Background: an optimization exercise with open tools, aiming at small area. Do not read the settings as production practice. In this exercise RTL edits were held to simulation tests only and were not proved equivalent to the original.

### design.v
`timescale 1ns/1ps
module frame_fsm (
    input  logic clk,
    input  logic i_rst_n,
    input  logic i_start,
    input  logic i_body_last,
    output logic o_load,
    output logic o_preamble,
    output logic o_body,
    output logic o_fcs
);
    localparam logic [1:0] ST_IDLE     = 2'd0;
    localparam logic [1:0] ST_PREAMBLE = 2'd1;
    localparam logic [1:0] ST_BODY     = 2'd2;
    localparam logic [1:0] ST_FCS      = 2'd3;
    logic [1:0] state_q;
    logic [1:0] state_d;
    always_comb begin
        state_d = state_q;
        case (state_q)
            ST_IDLE: begin
                if (i_start) begin
                    state_d = ST_PREAMBLE;
                end
            end
            ST_PREAMBLE: begin
                state_d = ST_BODY;     
            end
            ST_BODY: begin
                if (i_body_last) begin
                    state_d = ST_FCS;
                end
            end
            ST_FCS: begin
                state_d = ST_IDLE;
            end
            default: begin
                state_d = ST_IDLE;
            end
        endcase
    end
    always_ff @(posedge clk or negedge i_rst_n) begin
        if (!i_rst_n) begin
            state_q <= ST_IDLE;
        end else begin
            state_q <= state_d;
        end
    end
    assign o_load     = (state_q == ST_IDLE) && i_start;
    assign o_preamble = (state_q == ST_PREAMBLE);
    assign o_body     = (state_q == ST_BODY);
    assign o_fcs      = (state_q == ST_FCS);
endmodule
`timescale 1ns/1ps
module beat_counter #(
    parameter int PAYLOAD_LENGTH = 16
) (
    input  logic        clk,
    input  logic        i_rst_n,
    input  logic        i_load,
    input  logic        i_body,
    input  logic [15:0] i_payload_length,
    output logic        o_body_last
);
    localparam int HEADER_BYTES      = 14;
    localparam int MIN_PAYLOAD_BYTES = 46;
    localparam int BEAT_BYTES        = 8;
    logic [15:0] eff_len;
    logic [15:0] padded_len;
    logic [15:0] body_bytes;
    logic [15:0] body_beats;
    logic [15:0] last_q;      
    logic [15:0] count_q;
    always_comb begin
        eff_len    = (i_payload_length > 16'(PAYLOAD_LENGTH)) ? 16'(PAYLOAD_LENGTH) : i_payload_length;
        padded_len = (eff_len < 16'(MIN_PAYLOAD_BYTES)) ? 16'(MIN_PAYLOAD_BYTES) : eff_len;
        body_bytes = padded_len + 16'(HEADER_BYTES);
        body_beats = (body_bytes + 16'(BEAT_BYTES - 1)) / 16'(BEAT_BYTES);
    end
    always_ff @(posedge clk or negedge i_rst_n) begin
        if (!i_rst_n) begin
            last_q  <= '0;
            count_q <= '0;
        end else if (i_load) begin
            last_q  <= body_beats - 16'd1;
            count_q <= '0;
        end else if (i_body) begin
            count_q <= count_q + 16'd1;
        end
    end
    assign o_body_last = i_body && (count_q == last_q);
endmodule
`timescale 1ns/1ps
module crc32_beat (
    input  logic        clk,
    input  logic        i_rst_n,
    input  logic        i_init,
    input  logic        i_update,
    input  logic [63:0] i_data,
    output logic [31:0] o_fcs_value
);
    localparam logic [31:0] CRC_POLY = 32'h04C11DB7;
    localparam logic [31:0] CRC_INIT = 32'hFFFFFFFF;
    logic [31:0] crc_q;
    logic [31:0] crc_next;
    always_comb begin
        logic feedback;
        crc_next = crc_q;
        for (int i = 0; i < 64; i++) begin
            feedback = crc_next[31] ^ i_data[63 - i];
            crc_next = {crc_next[30:0], 1'b0};
            if (feedback) begin
                crc_next = crc_next ^ CRC_POLY;
            end
        end
    end
    always_ff @(posedge clk or negedge i_rst_n) begin
        if (!i_rst_n) begin
            crc_q <= CRC_INIT;
        end else if (i_init) begin
            crc_q <= CRC_INIT;     
        end else if (i_update) begin
            crc_q <= crc_next;
        end
    end
    assign o_fcs_value = ~crc_q;     
endmodule
`timescale 1ns/1ps
module frame_assembler #(
    parameter int         PAYLOAD_LENGTH  = 16,
    parameter logic [7:0] PAYLOAD_PATTERN = 8'h55
) (
    input  logic                          clk,
    input  logic                          i_rst_n,
    input  logic                          i_load,
    input  logic                          i_preamble,
    input  logic                          i_body,
    input  logic                          i_fcs,
    input  logic [111:0]                  i_header,
    input  logic [8*PAYLOAD_LENGTH-1:0]   i_payload,
    input  logic [15:0]                   i_payload_length,
    input  logic [7:0]                    i_mode,
    input  logic [31:0]                   i_fcs_value,
    output logic [63:0]                   o_body_beat,
    output logic                          o_valid,
    output logic                          o_done,
    output logic [63:0]                   o_frame_out
);
    localparam int HEADER_BYTES      = 14;
    localparam int MIN_PAYLOAD_BYTES = 46;
    localparam int BEAT_BYTES        = 8;
    localparam logic [7:0]  MODE_FIXED_PAYLOAD = 8'd1;
    localparam logic [63:0] PREAMBLE_SFD = 64'h55555555555555D5;
    localparam int BYTE_W  = 8;
    localparam int BEAT_W  = 64;
    localparam int HDR_W   = 112;
    localparam int MAX_PAYLOAD = (PAYLOAD_LENGTH > MIN_PAYLOAD_BYTES) ?
                                 PAYLOAD_LENGTH : MIN_PAYLOAD_BYTES;
    localparam int MAX_BEATS   = (HEADER_BYTES + MAX_PAYLOAD + BEAT_BYTES - 1) / BEAT_BYTES;
    localparam int SHIFT_W     = MAX_BEATS * BEAT_W;
    logic [SHIFT_W-1:0] load_image;
    logic [SHIFT_W-1:0] shift_q;
    logic [15:0]        eff_len;
    logic               fixed_mode;
    assign eff_len    = (i_payload_length > 16'(PAYLOAD_LENGTH)) ? 16'(PAYLOAD_LENGTH) : i_payload_length;
    assign fixed_mode = (i_mode == MODE_FIXED_PAYLOAD);
    always_comb begin
        logic [7:0] pay_byte;
        load_image = '0;
        load_image[SHIFT_W-1 -: HDR_W] = i_header;
        for (int i = 0; i < PAYLOAD_LENGTH; i++) begin
            pay_byte = fixed_mode ? PAYLOAD_PATTERN : i_payload[BYTE_W * i +: BYTE_W];
            if (16'(i) >= eff_len) begin
                pay_byte = '0;     
            end
            load_image[SHIFT_W - 1 - BYTE_W * (HEADER_BYTES + i) -: BYTE_W] = pay_byte;
        end
    end
    always_ff @(posedge clk) begin
        if (i_load) begin
            shift_q <= load_image;
        end else if (i_body) begin
            shift_q <= {shift_q[SHIFT_W-BEAT_W-1:0], 64'd0};
        end
    end
    assign o_body_beat = shift_q[SHIFT_W-1 -: BEAT_W];
    always_ff @(posedge clk or negedge i_rst_n) begin
        if (!i_rst_n) begin
            o_valid     <= 1'b0;
            o_done      <= 1'b0;
            o_frame_out <= '0;
        end else begin
            o_valid <= i_preamble || i_body;
            o_done  <= i_fcs;
            if (i_preamble) begin
                o_frame_out <= PREAMBLE_SFD;
            end else if (i_body) begin
                o_frame_out <= o_body_beat;
            end else if (i_fcs) begin
                o_frame_out <= {i_fcs_value, 32'd0};     
            end else begin
                o_frame_out <= '0;
            end
        end
    end
endmodule
`timescale 1ns/1ps
module frame_gen_top #(
    parameter int         PAYLOAD_LENGTH  = 128,
    parameter logic [7:0] PAYLOAD_PATTERN = 8'h55
) (
    input  logic                        clk,
    input  logic                        i_rst_n,
    input  logic                        i_start,
    input  logic [111:0]                i_header,           
    input  logic [15:0]                 i_payload_length,
    input  logic [8*PAYLOAD_LENGTH-1:0] i_payload,          
    input  logic [7:0]                  i_mode,
    output logic                        o_valid,
    output logic [63:0]                 o_frame_out,
    output logic                        o_done
);
    logic  load;
    logic  preamble;
    logic  body;
    logic  fcs;
    logic  body_last;
    logic [63:0] body_beat;     
    logic [31:0] fcs_value;
    frame_fsm u_fsm (
        .clk         (clk),
        .i_rst_n     (i_rst_n),
        .i_start     (i_start),
        .i_body_last (body_last),
        .o_load      (load),
        .o_preamble  (preamble),
        .o_body      (body),
        .o_fcs       (fcs)
    );
    beat_counter #(
        .PAYLOAD_LENGTH (PAYLOAD_LENGTH)
    ) u_counter (
        .clk              (clk),
        .i_rst_n          (i_rst_n),
        .i_load           (load),
        .i_body           (body),
        .i_payload_length (i_payload_length),
        .o_body_last      (body_last)
    );
    crc32_beat u_crc (
        .clk         (clk),
        .i_rst_n     (i_rst_n),
        .i_init      (load),
        .i_update    (body),
        .i_data      (body_beat),
        .o_fcs_value (fcs_value)
    );
    frame_assembler #(
        .PAYLOAD_LENGTH  (PAYLOAD_LENGTH),
        .PAYLOAD_PATTERN (PAYLOAD_PATTERN)
    ) u_assembler (
        .clk              (clk),
        .i_rst_n          (i_rst_n),
        .i_load           (load),
        .i_preamble       (preamble),
        .i_body           (body),
        .i_fcs            (fcs),
        .i_header         (i_header),
        .i_payload        (i_payload),
        .i_payload_length (i_payload_length),
        .i_mode           (i_mode),
        .i_fcs_value      (fcs_value),
        .o_body_beat      (body_beat),
        .o_valid          (o_valid),
        .o_done           (o_done),
        .o_frame_out      (o_frame_out)
    );
endmodule
### run.sh
#!/bin/bash
# synth_recipe.tcl (not shown) runs the flow's synth.tcl, then flattens the netlist and writes it again
# the make line also repeats each setting of config.mk as NAME=value (left out here)
make -C /OpenROAD-flow-scripts/flow DESIGN_CONFIG=/design/flow/config.mk WORK_HOME=/design/flow/orfs CLKGATE_MAP_FILE= SYNTH_SCRIPT=/design/flow/synth_recipe.tcl finish
### config.mk
export PLATFORM = sky130hd
export DESIGN_NAME = frame_gen_top
export DESIGN_NICKNAME = frame_gen_top
export VERILOG_FILES = /design/flow/design.v
export SDC_FILE = /design/flow/constraint.sdc
export NUM_CORES = 4
export LEC_CHECK = 0
export CAP_MARGIN = 20
export CORE_MARGIN = 2
export CORE_UTILIZATION = 40
export SLEW_MARGIN = 20
### constraint.sdc
create_clock -name core_clock -period 8.0 [get_ports {clk}]
set_input_delay 1.6000 -clock core_clock [delete_from_list [all_inputs] [get_ports {clk}]]
set_output_delay 1.6000 -clock core_clock [all_outputs]
set_load 0.01 [all_outputs]
==> impl_metrics.toml <==
[layout]
fillCellCount = 13500
syn2layout_area_growth_pct = 31.6
layout.nets = 7508
regArea_sq_um = 37400
stdcell_area_sq_um = 81700
layout-drive-gt1-share = 0.0674
multi_input_area_sq_um = 23600

[synthesis]
synthArstFlopShare = 0.103
ys_ff_latch = 1266
synth_area_per_cell_sq_um = 12.0
syn-num-nets = 6351
synth_cell_type_count = 51
synth_top_area_share = 0.550
ys_seq_area_frac = 0.603
synth_commonest_cells = "1,136 x edfxtp_1, 985 x nand2_1, 916 x o21ai_0"
ys_top_cells_by_area = "edfxtp_1 55%, o21ai_0 7.4%, a22o_1 6.4%"
synth-edff-count = 1136
ys.flop_type = "edfxtp_1"
synth_area_sq_um = 62100
synth_top_area_cell = "edfxtp_1"
yosysWarningCount = 4
synth_most_common_cell = "edfxtp_1"
synth_cells = 5181

[critical_path]
r2r_end = "u_crc.crc_q[13]$_DFFE_PN1P_"
r2r_cells = 15
worstPathMaxFanout = 7
r2r_start = "u_crc.crc_q[29]$_DFFE_PN1P_"
path_cells = "xor2_4 > xnor3_1 > xor2_2 > xor2_1 > xnor2_1 > xor2_1 > xor3_1 > xor3_1 > xnor2_1 > xnor3_1 > xnor2_1 > xnor3_1 > xnor2_1 > nor2_1 > o21ai_1"
cp-end-kind = "flip-flop"
crit_arrival_ns = 7.86
startpoint_type = "flip-flop"
regToRegSetupSlack_ns = 0.87
critPathMostFrequentCell = "xnor2_1"
slowest_delay_ns = 0.66
path_class = "reg2reg"
required_ns = 8.73
slowest_stage = "xnor2_1"

[floorplan]
die_x_um = 398
core.rowCount = 144
dieArea_sq_um = 158000
die_y_um = 398
start_util = 0.403
num_io_pins = 1229
core-area_sq_um = 154000

[global_routing]
globalRouteTotalUtil = 0.372
grt_max_degree = 221
grt_pass1_wl_um = 396000
grt_pass1_vias = 46500
antenna_found_initial = 193
grt-ovfl-total = 0

[clock_tree]
cts_hold_buf = 0
cts_tree = "built"
clock-root-buffer = "clkbuf_16"
clkTransAtPathRegs_ns = 0.06
numCtsBuffers = 144
clk_path_buf_depth = 3
cts_resized = 0
cts_sinks = 1266
htreeDepth = 4
clk_latency_ns = 0.82
cts_setup_buffers = 0

[sta]
fin_setup_tns_ns = 0
period_minus_slack_ns = 7.13
maxSlewViolCount = 0
rsz0062_at_grt = "no"
finalSetupViolCount = 0
timing.fmax_mhz = 140
worst_pin_slew_ns = 1.23
finClkSkew_ns = 0.0345
min_period_over_period = 0.891
max_slew_margin = 0.182
hold_violations = 0

[routing]
wire_per_inst_um = 35.4
routed_wl_um = 304000
ant_nets = 0
dr.pass1.iters = 8
remaining_drc_errors = 0
first_iter_violations = 6899
num_vias = 49600
via_per_inst = 5.77

[run]
cap_violations = 0

[placed_design]
io_buffers = 1228
gp_congestion = 0.994
placed_cell_area_sq_um = 76700
hpwl_um = 244000

[min_path]
hp-start = "u_assembler.shift_q[1029]$_DFFE_PP_"
hold_path_end = "u_assembler.shift_q[1093]$_DFFE_PP_"
hp-class = "reg2reg"
min_path_cells = 2

[status]
status = "no timing/DRC/antenna violations"
-- flip-flops by register name (all words and copies together), names as in the netlist --
signal,cells
u_assembler.shift_q,1136
u_crc.crc_q,32
u_counter.count_q,16
u_fsm.state_q,2
u_assembler.o_frame_out,64
u_assembler.o_valid,1
u_assembler.o_done,1
u_counter.last_q,14
-- critical path, delay by kind of cell (launching register included) --
family	cells	cell delay, ns
XOR/XNOR	13	6.25
AO/OA/AOI/OAI	1	0.14
flip-flops	1	0.58
AND/OR/NAND/NOR	1	0.06
-- placed cells by master (no fill, tap or decap), drive strengths merged, types with 6 or more instances in the layout --
master | netlist | layout
ha | 7 | 7
nor2 | 242 | 242
clkinv | 0 | 55
a21oi | 93 | 93
buf | 7 | 100
a221o | 16 | 16
nand2b | 7 | 7
o21a | 34 | 34
clkbuf | 309 | 189
edfxtp | 1136 | 1136
a22o | 453 | 453
xor3 | 21 | 21
clkdlybuf4s50 | 0 | 1227
dfrtp | 98 | 98
nand2 | 985 | 985
nand4 | 8 | 8
bufinv | 0 | 10
dfstp | 32 | 32
xnor3 | 115 | 115
nand3 | 12 | 12
xor2 | 116 | 116
and2 | 100 | 100
and3 | 38 | 38
nor3 | 7 | 7
xnor2 | 323 | 323
o21ai | 923 | 923
inv | 4 | 9
diode | 0 | 102
or3 | 6 | 6
a21o | 44 | 44
a22oi | 16 | 16
-- kinds of logic (layout without fill, tap and decap cells) --
logic type / Yosys count / in the layout / synth area share
AOI/OAI and AO/OA: 1592 / 1592 / 0.161
xor gates and xnor gates: 575 / 575 / 0.121
adders and majority gates: 7 / 7 / 0.00141
buffers and inverters: 320 / 1592 / 0.0194
DFF: 1266 / 1266 / 0.603
muxes: 4 / 4 / 0.000645
other: 0 / 102 / 0
and+or+nand+nor: 1417 / 1417 / 0.0931
-- stage by stage --
stage                util  hold slack, ns  cells  worst slack (ns)
floorplan               -           0.454   5181            0.0176
global placement    0.498           0.492   8234             0.914
detailed placement  0.498           0.491   8235             0.992
CTS                 0.528           0.493   8496             0.927
global route        0.529           0.510   8557             0.567
finish              0.530           0.504   8599             0.868
-- layer usage --
layer | track usage | wire length [um]
met5 | 0.00242 | 682
met4 | 0.187 | 15700
met3 | 0.104 | 30400
met2 | 0.598 | 144000
met1 | 0.461 | 113000
-- worst max-delay path by stage --
stage | from | end | slack (ns) | cells past startpoint
after floorplan | i_start | u_counter.count_q[15]$_DFFE_PN0P_ | 0.02 | 9
after global placement | u_crc.crc_q[29]$_DFFE_PN1P_ | u_crc.crc_q[31]$_DFFE_PN1P_ | 0.91 | 16
after detailed placement | u_crc.crc_q[29]$_DFFE_PN1P_ | u_crc.crc_q[13]$_DFFE_PN1P_ | 0.99 | 15
after CTS | u_crc.crc_q[29]$_DFFE_PN1P_ | u_crc.crc_q[13]$_DFFE_PN1P_ | 0.93 | 15
after global routing | u_crc.crc_q[29]$_DFFE_PN1P_ | u_crc.crc_q[13]$_DFFE_PN1P_ | 0.57 | 15
final | u_crc.crc_q[29]$_DFFE_PN1P_ | u_crc.crc_q[13]$_DFFE_PN1P_ | 0.87 | 15
-- area by class of cell --
type / count / share of cell area
inverter: 4 / 0.000184
antenna: 102 / 0.00313
multi-input combinational: 3595 / 0.289
sequential: 1266 / 0.458
timing repair buffer: 1327 / 0.161
clock inverter: 72 / 0.00955
tap: 2044 / 0.0313
clock buffer: 189 / 0.0481

-- port drivers added, routing unchanged --
The flow's constraints put no driver on any port. The routed layout listed below was extracted and timed again, unchanged, in two steps.
Step 1, drivers: a clkbuf_16 drives clk and a buf_2 each remaining input, both assumed.
Step 2 also shifts input and output timing later by t, the mid clock arrival at the registers, as if the neighbouring blocks saw the same clock.
a / b / c = no drivers / after step 1 / after step 2; a / b = the first two.
shift t [ns]: 0.897
slack for setup (ns): 0.868 / 0.868 / 0.868
worst setup path after step 2: register to register
After both steps setup and hold are still met in this run. The setup slack of this run moves by 0.000 ns with the drivers and by 0.000 ns with both steps.
